This design comes from an exercise in tuning for a short achievable clock period and few clock cycles per item on the open sky130 flow, not from production work. Function was checked by simulation only, so behaviour that the tests miss may differ from the original. Power figures rest on the tool's default switching activity, not on a simulated workload.

### flow/design.v
`timescale 1ns/1ps
`default_nettype none
module trace_sequencer (
	input wire logic i_clk,
	input wire logic i_reset,
	input wire logic i_req_valid,
	input wire logic [(4 + 32)-1:0] i_req,
	output logic o_req_ready,
	output logic o_reset,
	output logic [4-1:0] o_access,
	output logic [16-1:0] o_d_touch,
	output logic [16-1:0] o_i_touch,
	output logic [16-1:0][(32 - 4 - 6)-1:0] o_tag
);
	logic [3:0] cmd;
	logic [4-1:0] index;
	logic take;
	logic is_d;
	logic is_i;
	logic reset_q;
	logic [4-1:0] access_q;
	logic [16-1:0] d_touch_q;
	logic [16-1:0] i_touch_q;
	logic [16-1:0][(32 - 4 - 6)-1:0] tag_q;
	assign cmd = i_req[((4 + 32)-1):32];
	assign index = i_req[6 +: 4];
	assign o_req_ready = 1'b1;
	assign take = i_req_valid && !i_reset;
	assign is_d = (cmd == 4'd0) || (cmd == 4'd1);
	assign is_i = (cmd == 4'd2);
	always_ff @(posedge i_clk) begin
		reset_q <= i_reset;
	end
	always_ff @(posedge i_clk) begin
		if (!take) begin
			access_q <= '0;
		end else begin
			access_q <= '0;
			case (cmd)
				4'd0: access_q[3] <= 1'b1;
				4'd1: access_q[2] <= 1'b1;
				4'd2: access_q[1] <= 1'b1;
				4'd8: access_q[0] <= 1'b1;
				default: access_q <= '0;
			endcase
		end
	end
	always_ff @(posedge i_clk) begin
		for (int s = 0; s < 16; s++) begin
			d_touch_q[s] <= take && is_d && (int'(index) == s);
			i_touch_q[s] <= take && is_i && (int'(index) == s);
			if (take && (is_d || is_i) && (int'(index) == s)) begin
				tag_q[s] <= i_req[32-1 -: (32 - 4 - 6)];
			end
		end
	end
	assign o_reset = reset_q;
	assign o_access = access_q;
	assign o_d_touch = d_touch_q;
	assign o_i_touch = i_touch_q;
	assign o_tag = tag_q;
endmodule
`default_nettype wire
`timescale 1ns/1ps
`default_nettype none
module lru_ranker #(
	parameter int WAYS = 8,
	parameter int TAG_BITS = (32 - 4 - 6)
) (
	input wire logic i_clk,
	input wire logic i_reset,
	input wire logic i_clear,
	input wire logic i_touch,
	input wire logic [TAG_BITS-1:0] i_tag,
	output logic o_hit
);
	logic [WAYS-1:0][TAG_BITS-1:0] tag_q;
	logic [WAYS-1:0] valid_q;
	logic [WAYS-1:0] match;
	logic [WAYS-1:0] above;
	logic [WAYS-1:0] shift;
	always_comb begin
		for (int r = 0; r < WAYS; r++) begin
			match[r] = valid_q[r] && (tag_q[r] == i_tag);
		end
	end
	assign o_hit = |match;
	always_comb begin
		above[WAYS-1] = 1'b0;
		for (int r = WAYS - 2; r >= 0; r--) begin
			above[r] = above[r+1] | match[r+1];
		end
		for (int r = 0; r < WAYS; r++) begin
			shift[r] = i_touch && !above[r];
		end
	end
	always_ff @(posedge i_clk) begin
		if (i_reset || i_clear) begin
			valid_q <= '0;
		end else begin
			for (int r = 0; r < WAYS - 1; r++) begin
				if (shift[r]) begin
					valid_q[r] <= valid_q[r+1];
				end
			end
			if (i_touch) begin
				valid_q[WAYS-1] <= 1'b1;
			end
		end
	end
	always_ff @(posedge i_clk) begin
		for (int r = 0; r < WAYS - 1; r++) begin
			if (shift[r]) begin
				tag_q[r] <= tag_q[r+1];
			end
		end
		if (i_touch) begin
			tag_q[WAYS-1] <= i_tag;
		end
	end
endmodule
`default_nettype wire
`timescale 1ns/1ps
`default_nettype none
module tag_store #(
	parameter int TAG_BITS = (32 - 4 - 6),
	parameter int WAYS = 8
) (
	input wire logic i_clk,
	input wire logic i_reset,
	input wire logic i_clear,
	input wire logic [16-1:0] i_touch,
	input wire logic [16-1:0][TAG_BITS-1:0] i_tag,
	output logic o_hit
);
	logic [16-1:0] set_hit;
	logic hit;
	for (genvar s = 0; s < 16; s++) begin : g_set
		lru_ranker #(.WAYS(WAYS), .TAG_BITS(TAG_BITS)) u_set (
			.i_clk(i_clk),
			.i_reset(i_reset),
			.i_clear(i_clear),
			.i_touch(i_touch[s]),
			.i_tag(i_tag[s]),
			.o_hit(set_hit[s])
		);
	end
	assign hit = |(set_hit & i_touch);
	always_ff @(posedge i_clk) begin
		o_hit <= hit;
	end
endmodule
`default_nettype wire
`timescale 1ns/1ps
`default_nettype none
module access_counters (
	input wire logic i_clk,
	input wire logic i_reset,
	input wire logic [4-1:0] i_access,
	input wire logic i_d_hit,
	input wire logic i_i_hit,
	output logic [(7 * 16)-1:0] o_stats
);
	logic [7-1:0][16-1:0] cnt_q;
	logic d_any;
	assign d_any = i_access[3] || i_access[2];
	always_ff @(posedge i_clk) begin
		if (i_reset || i_access[0]) begin
			cnt_q <= '0;
		end else begin
			if (i_access[3]) begin
				cnt_q[6] <= cnt_q[6] + 1'b1;
			end
			if (i_access[2]) begin
				cnt_q[5] <= cnt_q[5] + 1'b1;
			end
			if (i_access[1]) begin
				cnt_q[2] <= cnt_q[2] + 1'b1;
			end
			if (d_any) begin
				if (i_d_hit) begin
					cnt_q[4] <= cnt_q[4] + 1'b1;
				end else begin
					cnt_q[3] <= cnt_q[3] + 1'b1;
				end
			end
			if (i_access[1]) begin
				if (i_i_hit) begin
					cnt_q[1] <= cnt_q[1] + 1'b1;
				end else begin
					cnt_q[0] <= cnt_q[0] + 1'b1;
				end
			end
		end
	end
	assign o_stats = cnt_q;
endmodule
`default_nettype wire
`timescale 1ns/1ps
`default_nettype none
module cache_sim_top (
	input wire logic i_clk,
	input wire logic i_reset,
	input wire logic i_req_valid,
	input wire logic [(4 + 32)-1:0] i_req,
	output logic o_req_ready,
	output logic [(7 * 16)-1:0] o_stats
);
	logic reset;
	logic [4-1:0] access;
	logic [16-1:0] d_touch;
	logic [16-1:0] i_touch;
	logic [16-1:0][(32 - 4 - 6)-1:0] tag;
	logic d_hit;
	logic i_hit;
	logic [4-1:0] access_q;
	trace_sequencer u_seq (
		.i_clk(i_clk),
		.i_reset(i_reset),
		.i_req_valid(i_req_valid),
		.i_req(i_req),
		.o_req_ready(o_req_ready),
		.o_reset(reset),
		.o_access(access),
		.o_d_touch(d_touch),
		.o_i_touch(i_touch),
		.o_tag(tag)
	);
	tag_store #(.TAG_BITS((32 - 4 - 6)), .WAYS(8)) u_d_tags (
		.i_clk(i_clk),
		.i_reset(reset),
		.i_clear(access[0]),
		.i_touch(d_touch),
		.i_tag(tag),
		.o_hit(d_hit)
	);
	tag_store #(.TAG_BITS((32 - 4 - 6)), .WAYS(4)) u_i_tags (
		.i_clk(i_clk),
		.i_reset(reset),
		.i_clear(access[0]),
		.i_touch(i_touch),
		.i_tag(tag),
		.o_hit(i_hit)
	);
	always_ff @(posedge i_clk) begin
		if (reset) begin
			access_q <= '0;
		end else begin
			access_q <= access;
		end
	end
	access_counters u_counters (
		.i_clk(i_clk),
		.i_reset(reset),
		.i_access(access_q),
		.i_d_hit(d_hit),
		.i_i_hit(i_hit),
		.o_stats(o_stats)
	);
endmodule
`default_nettype wire
### flow/flow/run.sh
#!/bin/bash
set -euo pipefail
MARGIN=${MARGIN:-7.5}
bash standard.sh SETUP_SLACK_MARGIN=$MARGIN finish > standard.log 2>&1
### flow/standard.sh
#!/bin/bash
# synth_recipe.tcl (not shown) runs the flow's synth.tcl, then flattens the netlist and writes it again
# the make line also repeats each setting of config.mk as NAME=value (left out here)
make -C /OpenROAD-flow-scripts/flow DESIGN_CONFIG=/design/flow/config.mk WORK_HOME=/design/flow/orfs CLKGATE_MAP_FILE= SYNTH_SCRIPT=/design/flow/synth_recipe.tcl "${@:-finish}"
### flow/config.mk
export PLATFORM = sky130hd
export DESIGN_NAME = cache_sim_top
export DESIGN_NICKNAME = cache_sim_top
export VERILOG_FILES = /design/flow/design.v
export SDC_FILE = /design/flow/constraint.sdc
export NUM_CORES = 4
export LEC_CHECK = 0
export ABC_CLOCK_PERIOD_IN_PS = 3000
export CAP_MARGIN = 20
export CORE_MARGIN = 2
export CORE_UTILIZATION = 55
export SLEW_MARGIN = 20
### flow/constraint.sdc
create_clock -name core_clock -period 11.0 [get_ports {i_clk}]
set_input_delay 2.2000 -clock core_clock [delete_from_list [all_inputs] [get_ports {i_clk}]]
set_output_delay 2.2000 -clock core_clock [all_outputs]
set_load 0.01 [all_outputs]
==> results.json, run 1 <==
{
  "cts-buffers-inserted": 528,
  "vias": 105000,
  "finalSetupViolations": 0,
  "dieArea_um2": 369000,
  "area_fraction_of_the_dominant_cell_type_after_synthesis": 0.687,
  "count_of_pins_over_their_slew_limit": 0,
  "power.leakage_nw": 74.5,
  "grt_first_pass_wirelength_mm": 691,
  "post_synth_main_area_contributors": "sky130_fd_sc_hd__edfxtp_1 (69%), sky130_fd_sc_hd__xnor2_1 (9.8%), sky130_fd_sc_hd__xor2_1 (9.1%)",
  "gp_routability_congestion": 0.864,
  "detailedRoute.firstIterationViolations": 9999,
  "cts_tree": "yes",
  "class_of_the_tightest_hold_or_removal_check": "flop to flop",
  "drive_gt1_frac": 0.152,
  "yosysWarnings": 7,
  "synth_cell_type_count": 80,
  "period_share": 0.334,
  "critPathLaunchType": "flop",
  "internal_power_mw": 30.3,
  "fp.coreArea_um2": 362000,
  "timing.final.hold_violations": 0,
  "critPathMaxFanout": 2,
  "cp.arrival_ns": 1.48,
  "met1_usage": 0.373,
  "cp-end-kind": "output port",
  "yosysSeqAreaShare": 0.721,
  "ctsRootBufferMaster": "sky130_fd_sc_hd__clkbuf_16",
  "finalPower_mw": 37.6,
  "routed_via_density": 5.57,
  "achievable-frequency_mhz": 272,
  "track_usage": 0.254,
  "unrepaired_setup_endpoints_after_global_routing": "true",
  "design.portCount": 152,
  "groute.layer.met3.usage": 0.0405,
  "layout-area-overhead-vs-synth_pct": 15.8,
  "fp-row-count": 221,
  "global_route.overflow_total": 0,
  "postSynthNetCount": 12300,
  "drc_errors": 0,
  "post_synth_instance_area_um2": 200000,
  "cts_max_level": 6,
  "totalNegativeSetupSlack_ns": 0,
  "path_clk_slew_ns": 0.06,
  "routing_layer_with_the_top_usage_in_global_route": "met2",
  "count_of_flip_flops_with_a_built_in_enable_after_synthesis": 4576,
  "timing.critical_path.cells": "buf_6",
  "p_per_area_nw_per_um2": 162,
  "antenna_violating_nets_post_route": 2,
  "yosys.cell_count.top_type": "sky130_fd_sc_hd__edfxtp_1",
  "max-cap-violations": 0,
  "hpwlAfterDp_mm": 298,
  "die_width_um": 607,
  "end_of_flow_core_utilization": 0.640,
  "place.port_buffers": 144,
  "skew_ns": 0.0446,
  "worst_path_dominant_cell_family": "flip-flops",
  "so.violations": "antenna rules",
  "postSynth.asyncResetShare": 0,
  "drt_pre_antenna_iters": 6,
  "outcome": "finished with violations",
  "critical_path_class": "flop to output port",
  "yosys_most_used_dff": "sky130_fd_sc_hd__edfxtp_1",
  "longest_individual_stage_delay_on_the_worst_path_ns": 0.35,
  "die_h_um": 607,
  "cts_buffer_depth": 4,
  "min_period_ns": 3.68,
  "ir_worst_vdd_uv": 162,
  "syn_avg_cell_area_um2": 16.3,
  "groute.layer.met2.usage": 0.388,
  "routed_wl_mm": 472,
  "worst_path_max_delay_cell": "sky130_fd_sc_hd__dfxtp_4",
  "cts_num_sinks": 4923,
  "slew_headroom": 0.247,
  "share_seq_of_total_power": 0.537,
  "fin_hold_ws_ns": 0.436,
  "initial_utilization": 0.552,
  "synth_cells": 12300,
  "ys_seq_elements": 4923,
  "final_critical_path_setup_slack_ns": 7.32,
  "worst_skew_pair.late_latency_ns": 1.02,
  "worst_pin_slew_ns": 1.13,
  "dp_slack_ns": 5.17,
  "nNetsFinal": 13500,
  "synth_top_cells_by_count": "sky130_fd_sc_hd__edfxtp_1 (4576), sky130_fd_sc_hd__xnor2_1 (2246), sky130_fd_sc_hd__xor2_1 (2070)",
  "critical_path_buf_inv_count": 1,
  "power.combinational.fraction": 0.007,
  "pwr-share-clk": 0.455,
  "required_ns": 8.80,
  "power.net_switching_mw": 7.26,
  "power.switching_fraction": 0.193,
  "wire_per_inst_um": 25.1,
  "antenna_found_initial": 29,
  "yosys.area.top_type": "sky130_fd_sc_hd__edfxtp_1",
  "first_global_vias": 105000,
  "grt_max_degree": 112
}
## layout by cell type (no fill, tap or decap), types with 9 or more instances in the layout
cell type,count
sky130_fd_sc_hd__edfxtp_1,4576
sky130_fd_sc_hd__xnor2_1,2246
sky130_fd_sc_hd__xor2_1,2070
sky130_fd_sc_hd__buf_4,820
sky130_fd_sc_hd__nand4_1,789
sky130_fd_sc_hd__clkbuf_16,555
sky130_fd_sc_hd__nor4_1,513
sky130_fd_sc_hd__nor2_1,470
sky130_fd_sc_hd__dfxtp_1,232
sky130_fd_sc_hd__clkbuf_1,146
sky130_fd_sc_hd__mux2i_1,130
sky130_fd_sc_hd__nand2_1,128
sky130_fd_sc_hd__buf_6,117
sky130_fd_sc_hd__diode_2,96
sky130_fd_sc_hd__buf_12,94
sky130_fd_sc_hd__dfxtp_2,85
sky130_fd_sc_hd__clkinv_1,81
sky130_fd_sc_hd__clkinv_2,79
sky130_fd_sc_hd__nor3_1,64
sky130_fd_sc_hd__a21oi_1,53
sky130_fd_sc_hd__nand3_1,52
sky130_fd_sc_hd__and3_1,43
sky130_fd_sc_hd__clkbuf_8,37
sky130_fd_sc_hd__a21oi_4,35
sky130_fd_sc_hd__dfxtp_4,30
sky130_fd_sc_hd__inv_1,26
sky130_fd_sc_hd__bufinv_16,26
sky130_fd_sc_hd__and2_1,23
sky130_fd_sc_hd__and3_2,22
sky130_fd_sc_hd__clkinvlp_4,21
sky130_fd_sc_hd__nand2b_1,21
sky130_fd_sc_hd__o21ai_0,20
sky130_fd_sc_hd__or3_1,19
sky130_fd_sc_hd__inv_6,19
sky130_fd_sc_hd__nor2_4,18
sky130_fd_sc_hd__and2_2,15
sky130_fd_sc_hd__nor4_2,15
sky130_fd_sc_hd__and3_4,9
sky130_fd_sc_hd__a41oi_1,9
sky130_fd_sc_hd__and4_1,9
## power groups by stage
stage | registers, mW | clock network (mW) | logic (mW)
after floorplan | 20.6 | 0 | 0.0876
after global placement | 20.6 | 0 | 0.245
after detailed placement | 20.6 | 0 | 0.248
after CTS | 20.2 | 17.4 | 0.276
after global routing | 20.2 | 18.1 | 0.287
final | 20.2 | 17.1 | 0.281
## kinds of logic (layout without fill, tap and decap cells)
group,Yosys count,after routing,synth area share
XOR/XNOR,4316,4316,0.189
AO/OA/AOI/OAI,164,187,0.00539
multiplexers,131,131,0.00656
buffers and inverters,439,2048,0.0137
AND/OR/NAND/NOR,2281,2295,0.0635
adder cells (fa/ha/maj),7,7,0.000438
other,1,97,0.0000187
flip-flops,4923,4923,0.721
## repair_timing
| item | in CTS | in global routing |
|---|---|---|
| gates resized for setup | 889 | 49 |
| pin swaps | 43 | 22 |
| setup buffers | 540 | 70 |
| hold buffers | 0 | 0 |
| endpoints found under the setup margin | 2136 | 1020 |
| cloned | 36 | 13 |
## final timing paths
kind	slack, ns	to	from	cells after the start
worst max register to register	7.55	u_d_tags.g_set[1].u_set.valid_q[2]$_SDFFE_PP0P_	u_seq.tag_q[27]$_DFFE_PP_	10
worst min-delay path	0.44	access_q[3]$_SDFF_PP0_	u_seq.access_q[3]$_SDFF_PN0_	1
worst max-delay path	7.32	o_stats[11]	u_counters.cnt_q[11]$_SDFFE_PP0P_	1
worst min register to register	0.44	access_q[3]$_SDFF_PP0_	u_seq.access_q[3]$_SDFF_PN0_	1
## registers in the layout (all words and copies together) (netlist names), 4 cells and up
name	cells
u_d_tags.g_set.u_set.valid_q	128
access_q	4
u_d_tags.g_set.u_set.tag_q	2816
u_counters.cnt_q	112
u_seq.tag_q	352
u_i_tags.g_set.u_set.valid_q	64
u_seq.d_touch_q	16
u_i_tags.g_set.u_set.tag_q	1408
u_seq.i_touch_q	16
u_seq.access_q	4
## routing by layer
layer  part of all wire  up-vias
met5           0.000089        -
met4              0.032        8
met3              0.070      867
met2               0.45     3724
met1               0.44    52300
li1                   -    47800
## worst register-to-register path: stages, from the launching register on
cell and delay [ns]:
sky130_fd_sc_hd__edfxtp_1 0.39, sky130_fd_sc_hd__buf_4 0.24, sky130_fd_sc_hd__xnor2_1 0.20, sky130_fd_sc_hd__nand4_1 0.16, sky130_fd_sc_hd__nor4_2 0.63, sky130_fd_sc_hd__a22oi_1 0.30, sky130_fd_sc_hd__and3_4 0.36, sky130_fd_sc_hd__nand2_1 0.37
sky130_fd_sc_hd__clkinvlp_4 0.39, sky130_fd_sc_hd__nand2_1 0.16, sky130_fd_sc_hd__a21oi_1 0.08
## metrics by stage
step / std cells / area (um^2)
after detailed placement: 17100 / 208000
final: 18800 / 232000
after CTS: 18600 / 230000
after floorplan: 12300 / 200000
after global routing: 18700 / 232000
after global placement: 17100 / 208000
## area by class of cell
class	instances	area [um^2]
Antenna cell	96	240
Clock buffer	738	14900
Clock inverter	215	1750
Fill cell	26000	130000
Inverter	36	173
Multi-Input combinational cell	6937	54400
Sequential cell	4923	145000
Tap cell	4794	6000
Timing Repair Buffer	1051	9640
Timing Repair inverter	8	57.6
Testbench counts, summed over its fixed seeds: cycles 16,016, items 16,000.
==> run 2: changes to the inputs <==
==> flow/run.sh (new file) <==
#!/bin/bash
# synth_recipe.tcl (not shown) runs the flow's synth.tcl, then flattens the netlist and writes it again
# the make line also repeats each setting of config.mk as NAME=value (left out here)
make -C /OpenROAD-flow-scripts/flow DESIGN_CONFIG=/design/flow/config.mk WORK_HOME=/design/flow/orfs CLKGATE_MAP_FILE= SYNTH_SCRIPT=/design/flow/synth_recipe.tcl finish
--- a/flow/config.mk
+++ b/flow/config.mk
@@ -10,3 +10,4 @@
 export CORE_MARGIN = 2
 export CORE_UTILIZATION = 55
+export SETUP_SLACK_MARGIN = 5
 export SLEW_MARGIN = 20
removed: flow/flow/run.sh
removed: flow/standard.sh
==> results.json, run 2 <==
{
  "fp-row-count": 221,
  "critPathLaunchType": "flop",
  "yosys.area_share.xor_xnor": 0.189,
  "reg_top3": "u_d_tags.g_set.u_set.tag_q x2816, u_i_tags.g_set.u_set.tag_q x1408, u_seq.tag_q x352",
  "worst_path_max_delay_cell": "sky130_fd_sc_hd__and3_1",
  "timing.final.hold_violations": 0,
  "finalPower_mw": 38.1,
  "yosysSeqAreaShare": 0.721,
  "period_share": 0.502,
  "routed_wl_mm": 457,
  "path_clk_slew_ns": 0.06,
  "layout-area-overhead-vs-synth_pct": 12.4,
  "synthSimpleGateAreaFrac": 0.0635,
  "cts-resized-gates": 0,
  "cp-end-kind": "flop",
  "achievable-frequency_mhz": 181,
  "grt_first_pass_wirelength_mm": 671,
  "vias": 101000,
  "global_route.overflow_total": 0,
  "longest_individual_stage_delay_on_the_worst_path_ns": 1.00,
  "ctsRootBufferMaster": "sky130_fd_sc_hd__clkbuf_16",
  "cts_hold_repair.buffers": 0,
  "fill_cells": 26600,
  "place.port_buffers": 144,
  "initial_utilization": 0.552,
  "fp.coreArea_um2": 362000,
  "cts_max_level": 6,
  "hpwlAfterDp_mm": 299,
  "unrepaired_setup_endpoints_after_global_routing": "false",
  "synth_cell_type_count": 80,
  "wire_per_inst_um": 25.2,
  "largest_register_ff_count": 2816,
  "syn_avg_cell_area_um2": 16.3,
  "drive_gt1_frac": 0.0867,
  "largest-register": "u_d_tags.g_set.u_set.tag_q",
  "class_of_the_tightest_hold_or_removal_check": "flop to flop",
  "min_period_ns": 5.53,
  "mux_cell_area_share_after_synthesis": 0.00656,
  "layout.cells.most_common_list": "sky130_fd_sc_hd__edfxtp_1 (4576), sky130_fd_sc_hd__xnor2_1 (2246), sky130_fd_sc_hd__xor2_1 (2070)",
  "critical_path_class": "flop to flop",
  "critPathMaxFanout": 25,
  "outcome": "timing/DRC/antenna clean",
  "design.portCount": 152,
  "post-route-cell-area_um2": 225000,
  "skew_ns": 0.0317,
  "p_per_area_nw_per_um2": 169,
  "synth_compound_gate_area_share": 0.00539,
  "final_critical_path_setup_slack_ns": 5.47,
  "dp_slack_ns": 5.07,
  "routed_via_density": 5.58,
  "layout.cells.most_common": "sky130_fd_sc_hd__edfxtp_1",
  "timing.critical_path.cells": "buf_4 > xor2_1 > nor4_1 > nand4_1 > o31a_1 > and3_1 > and2b_1 > and2_1 > mux2i_1 > nor2_1",
  "die_width_um": 607,
  "synth_top_cells_by_count": "sky130_fd_sc_hd__edfxtp_1 (4576), sky130_fd_sc_hd__xnor2_1 (2246), sky130_fd_sc_hd__xor2_1 (2070)",
  "postSynth.asyncResetShare": 0,
  "count_of_flip_flops_with_a_built_in_enable_after_synthesis": 4576,
  "cp.arrival_ns": 6.39,
  "cts_buffer_depth": 4,
  "totalNegativeSetupSlack_ns": 0,
  "synth_top_family_by_area": "XOR/XNOR gates",
  "yosys.cell_count.top_type": "sky130_fd_sc_hd__edfxtp_1",
  "post_synth_instance_area_um2": 200000,
  "detailedRoute.firstIterationViolations": 9250,
  "ys_seq_elements": 4923,
  "ir_worst_vdd_uv": 182,
  "rrSetupSlack_ns": 5.47,
  "cts_num_sinks": 4923,
  "antenna_found_initial": 30,
  "drt_pre_antenna_iters": 5,
  "synthAdderAreaFrac": 0.000438,
  "dpl_cell_area_um2": 207000,
  "postCtsSetupBuffers": 0,
  "cts_tree": "yes",
  "antenna_violating_nets_post_route": 0,
  "max-cap-violations": 0,
  "first_global_vias": 103000,
  "postSynthNetCount": 12300,
  "die_h_um": 607,
  "required_ns": 11.86,
  "post_synth_main_area_contributors": "sky130_fd_sc_hd__edfxtp_1 (69%), sky130_fd_sc_hd__xnor2_1 (9.8%), sky130_fd_sc_hd__xor2_1 (9.1%)",
  "worst_skew_pair.late_latency_ns": 1.01,
  "gp_routability_congestion": 0.859,
  "finalSetupViolations": 0,
  "yosysWarnings": 7,
  "slew_headroom": 0.197,
  "count_of_pins_over_their_slew_limit": 0,
  "end_of_flow_core_utilization": 0.621,
  "area_fraction_of_the_dominant_cell_type_after_synthesis": 0.687,
  "track_usage": 0.246,
  "nNetsFinal": 12900,
  "synth_cells": 12300,
  "power.leakage_nw": 70.8,
  "worst_pin_slew_ns": 1.19,
  "yosys.area.top_type": "sky130_fd_sc_hd__edfxtp_1",
  "grt_max_degree": 98,
  "yosys_most_used_dff": "sky130_fd_sc_hd__edfxtp_1",
  "drc_errors": 0,
  "dieArea_um2": 369000,
  "cts-buffers-inserted": 532
}
==> run 2: cell counts after synthesis <==
Identical to the previous run, type by type.
==> run 2: worst paths after layout <==
kind / from / end / cells past startpoint
worst min register to register: u_i_tags.g_set[9].u_set.tag_q[82]$_DFFE_PP_ / u_i_tags.g_set[9].u_set.tag_q[60]$_DFFE_PP_ / 0
worst max register to register: u_seq.tag_q[15]$_DFFE_PP_ / u_d_tags.g_set[0].u_set.valid_q[0]$_SDFFE_PP0P_ / 10
worst min-delay path: u_i_tags.g_set[9].u_set.tag_q[82]$_DFFE_PP_ / u_i_tags.g_set[9].u_set.tag_q[60]$_DFFE_PP_ / 0
worst max-delay path: u_seq.tag_q[15]$_DFFE_PP_ / u_d_tags.g_set[0].u_set.valid_q[0]$_SDFFE_PP0P_ / 10
==> run 2: per-layer routing <==
layer | wire, um | global-route usage
met1 | 208000 | 0.368
met2 | 208000 | 0.381
met3 | 29100 | 0.0350
met4 | 11900 | 0.0684
met5 | 36 | 0
==> run 2: through the flow <==
stage          instances  hold slack (ns)
2_1_floorplan      12300            0.414
3_3_place_gp       17100            0.450
3_5_place_dp       17100            0.455
4_1_cts            18000            0.448
5_1_grt            18000            0.463
6_report           18100            0.453
==> run 2: cells by family after synthesis <==
kind of cell | Yosys count
flops | 4923
xor+xnor | 4316
simple gates | 2281
buf+inv | 439
compound gates | 164
mux | 131
fa+ha+maj | 7
other cells | 1
==> run 2: power breakdown <==
part           switching (mW)  total, mW  internal, mW
sequential             0.0204       20.2          20.2
combinational           0.199      0.244        0.0449
clock                    6.99       17.7          10.7
total                    7.21       38.1          30.9
==> run 2: cell type report <==
cell class	count	area (um^2)	share of cell area
Multi-Input combinational cell	6900	53400	0.237
Clock buffer	755	15200	0.0676
Sequential cell	4923	144000	0.642
Timing Repair Buffer	428	3570	0.0159
Clock inverter	203	2140	0.00949
Antenna cell	47	118	0.000523
Inverter	36	135	0.000601
Tap cell	4794	6000	0.0267
==> run 2: worst max-delay path, delay by kind of cell (launching register included) <==
family,cells,cell delay [ns]
and+or+nand+nor,6,3.10
muxes,1,0.29
DFF,1,0.62
buffers and inverters,1,0.30
xor gates and xnor gates,1,0.20
AOI/OAI and AO/OA,1,0.85

what the ideal ports hide:
In the flow no input, the clock included, has a driving cell. The finished layouts below were timed again as built, in two steps.
Step 1 (the two cells are an assumption about what drives the block):
set clk [get_ports {i_clk}]
set_driving_cell -lib_cell sky130_fd_sc_hd__clkbuf_16 $clk
set_driving_cell -lib_cell sky130_fd_sc_hd__buf_2 [delete_from_list [all_inputs] $clk]
Step 2 also shifts input and output timing later by t, the mid clock arrival at the registers, as if the neighbouring blocks saw the same clock.
a / b / c = ideal / step 1 / step 2; a / b = the first two.
| run | shift t [ns] | slack for setup (ns) | clock arrival spread, ns | worst register clock-pin slew, ns |
|---|---|---|---|---|
| run 1 | 1.107 | 7.322 / 7.216 / 6.360 | 0.055 / 0.056 | 0.06 / 0.06 |
| run 2 | 1.108 | 5.474 / 5.474 / 5.393 | 0.041 / 0.042 | 0.06 / 0.06 |
The setup slack of run 1, which loses most, moves by -0.106 ns with the drivers and by -0.962 ns with both steps.
